Source: an optimization exercise on an open RTL-to-GDS flow (aim: small area). Production flows keep margins and buffers that such runs may drop. In this exercise RTL edits were held to simulation tests only and were not proved equivalent to the original. The clock port is modelled as an ideal driver; clocking choices that lean on that would not hold on a real chip. Power figures rest on the tool's default switching activity, not on a simulated workload.

== run a ==
==> flow/design.v (excerpt) <==
module cpu_top
(
    input  logic        clk,
    input  logic        reset,
    input  logic [15:0] mem_rdata,
    output logic [15:0] mem_addr,
    output logic        mem_we,
    output logic [15:0] mem_wdata,
    output logic        halted
);
For scale: roughly 380 cells after synthesis, about 180 flip-flops, roughly 52 I/O pins, ~0.0047 mm2 of cells after synthesis.
Settings: LEC_CHECK=0, ABC_AREA=1, CAP_MARGIN=20, CORE_MARGIN=2, CORE_UTILIZATION=40, SLEW_MARGIN=20; clock period 8.0 ns.
standard.sh (not shown) runs the stock make flow with config.mk's settings and CLKGATE_MAP_FILE= SYNTH_SCRIPT=/design/flow/synth_recipe.tcl, a recipe that flattens the netlist after the stock synthesis.
==> flow/flow/run.sh <==
#!/bin/bash
# The standard layout (standard.sh) with three changes:
#  - synthesis maps the logic with an area-oriented ABC script (flow/area.abc);
#    everything else in the synthesis script is synth_recipe.tcl unchanged;
#  - port buffers are buf_1 and the clock tree is built from clkbuf_4 without
#    dummy loads; flow/post_cts.tcl upsizes the leaf clock buffers whose
#    flip-flops would see a slow clock edge.
# Each tool's output is in the ORFS logs under orfs/logs; make's own output
# goes to standard.log here.
set -euo pipefail
W=$PWD
{ head -n 1 synth_recipe.tcl
  echo "proc abc {args} { set i [lsearch \$args -script]; if {\$i >= 0} { lset args [expr {\$i + 1}] $W/flow/area.abc }; yosys abc {*}\$args }"
  tail -n +2 synth_recipe.tcl; } > my_synth.tcl
sed "s#$W/synth_recipe.tcl#$W/my_synth.tcl#g" standard.sh > my_standard.sh
grep -q my_synth.tcl my_standard.sh
export BUFFER_PORTS_ARGS="-buffer_cell sky130_fd_sc_hd__buf_1"
export CTS_ARGS="-sink_clustering_enable -repair_clock_nets -dont_use_dummy_load -buf_list {sky130_fd_sc_hd__clkbuf_4}"
export POST_CTS_TCL="$W/flow/post_cts.tcl"
bash my_standard.sh > standard.log 2>&1
==> flow/flow/area.abc <==
strash
ifraig
dc2
strash
dch -f
amap
==> flow/flow/post_cts.tcl <==
# Upsize the leaf clock buffers whose flip-flops would see too slow a clock
# edge, then legalize the placement again.
estimate_parasitics -placement
set upsized 0
foreach inst [get_cells -filter "ref_name == sky130_fd_sc_hd__clkbuf_4"] {
  set o [get_pins -of_objects $inst -filter "direction == output"]
  set n [get_nets -of_objects $o]
  set mx 0
  foreach p [get_pins -of_objects $n -filter "direction == input"] {
    if {[get_property $p name] ne "CLK"} { continue }
    set s [get_property $p slew_max]
    if {$s > $mx} { set mx $s }
  }
  if {$mx > 0.116} {
    replace_cell $inst sky130_fd_sc_hd__clkbuf_8
    incr upsized
  }
}
puts "post_cts: upsized $upsized clock buffers"
if {$upsized > 0} {
  detailed_placement
  check_placement -verbose
}
Per the final summary, run a finished and its layout is clean on timing, DRC and antenna.
Modified inputs, run b compared to run a
==> flow/flow/area.abc <==
strash
dc2
balance
rewrite
refactor
balance
rewrite
rewrite -z
balance
refactor -z
rewrite -z
balance
dch -f
amap
Results
- Sum of internal, switching and leakage power of run b exceeds that of run a slightly.
- Diff run a -> run b: maximum fanout count along the critical path saw little to no change, total non-filler cell area in the finished layout was more or less identical, switching share of total power shrank by 0.27 points.
- Looking at total number of multi-input combinational cells, run b sits below run a.


Another version of the RTL of cpu_top (not shown whole).
Size: roughly 510 cells after synthesis.
==> flow/config.mk <==
export PLATFORM = sky130hd
export DESIGN_NAME = cpu_top
export DESIGN_NICKNAME = cpu_top
export VERILOG_FILES = /design/flow/design.v
export SDC_FILE = /design/flow/constraint.sdc
export NUM_CORES = 4
export LEC_CHECK = 0
export ABC_AREA = 1
export CAP_MARGIN = 20
export CORE_MARGIN = 2
export CORE_UTILIZATION = 40
export SLEW_MARGIN = 20
==> flow/constraint.sdc <==
create_clock -name core_clock -period 8.0 [get_ports {clk}]
set_input_delay 1.6000 -clock core_clock [delete_from_list [all_inputs] [get_ports {clk}]]
set_output_delay 1.6000 -clock core_clock [all_outputs]
set_load 0.01 [all_outputs]
==> flow/flow/run.sh <==
#!/bin/bash
# The standard layout (bash standard.sh), with smaller port buffers and a clock
# tree built from clkbuf_4 without dummy loads; post_cts.tcl upsizes the clock
# buffers whose sinks would see a slow edge. Each tool's output is in the ORFS
# logs under orfs/logs; make's own output goes to standard.log here.
set -euo pipefail
export BUFFER_PORTS_ARGS="-buffer_cell sky130_fd_sc_hd__buf_1"
export CTS_ARGS="-sink_clustering_enable -repair_clock_nets -dont_use_dummy_load -buf_list {sky130_fd_sc_hd__clkbuf_4}"
export POST_CTS_TCL="$PWD/flow/post_cts.tcl"
bash standard.sh > standard.log 2>&1
==> flow/flow/post_cts.tcl <==
# Upsize the clock buffers whose sinks see too slow a clock edge, then legalize.
estimate_parasitics -placement
set upsized 0
foreach inst [get_cells -filter "ref_name == sky130_fd_sc_hd__clkbuf_4"] {
  set o [get_pins -of_objects $inst -filter "direction == output"]
  set n [get_nets -of_objects $o]
  set mx 0
  foreach p [get_pins -of_objects $n -filter "direction == input"] {
    set s [get_property $p slew_max]
    if {$s > $mx} { set mx $s }
  }
  if {$mx > 0.110} {
    replace_cell $inst sky130_fd_sc_hd__clkbuf_8
    incr upsized
  }
}
puts "post_cts: upsized $upsized clock buffers"
if {$upsized > 0} {
  detailed_placement
  check_placement -verbose
}
The baseline ran to the end with no violations.
Next try:
==> flow/flow/run.sh (replaced) <==
#!/bin/bash
# The standard layout (bash standard.sh), with smaller port buffers and a clock
# tree built without dummy loads. Each tool's output is in the ORFS logs under
# orfs/logs; make's own output goes to standard.log here.
set -euo pipefail
export BUFFER_PORTS_ARGS="-buffer_cell sky130_fd_sc_hd__buf_1"
export CTS_ARGS="-sink_clustering_enable -repair_clock_nets -dont_use_dummy_load -buf_list {sky130_fd_sc_hd__clkbuf_4 sky130_fd_sc_hd__clkbuf_8}"
bash standard.sh > standard.log 2>&1
removed: flow/flow/post_cts.tcl
=>
- clock-buffer cell count is unchanged
- cell area increases by 0.94%
- clock power increases by 15%
- routed wire length increases by 0.94%
- first-iteration DRC count increases by 11%
- setup slack is worse by 14 ps

port drivers added, routing unchanged:
The results above use ideal ports. As a check the final layouts listed here were re-extracted and re-timed, cells and wires unchanged. Step 1 (the two cells are an assumption about what drives the block):
set clk [get_ports {clk}]
set_driving_cell -lib_cell sky130_fd_sc_hd__clkbuf_16 $clk
set_driving_cell -lib_cell sky130_fd_sc_hd__buf_2 [delete_from_list [all_inputs] $clk]
Step 2 also shifts input and output timing later by t, the mid clock arrival at the registers, as if the neighbouring blocks saw the same clock. Slacks: no drivers / after step 1 / after step 2; pairs: no drivers / after step 1.
run	t, ns	setup WS [ns]	worst setup path at the end	clock arrival spread, ns	worst register clock-pin slew, ns
run a	0.532	1.148 / 1.116 / 1.648	register to output	0.033 / 0.033	0.11 / 0.11
run b	0.544	2.080 / 2.051 / 2.274	register to register	0.035 / 0.035	0.11 / 0.11
the first run of note 2	0.439	4.239 / 4.242 / 3.803	input to register	0.034 / 0.034	0.11 / 0.11
the second run of note 2	0.459	4.225 / 4.228 / 3.769	input to register	0.041 / 0.042	0.10 / 0.10
After both steps every run listed still meets setup and hold. The setup slack of the second run of note 2, which loses most, moves by +0.003 ns with the drivers and by -0.456 ns with both steps.
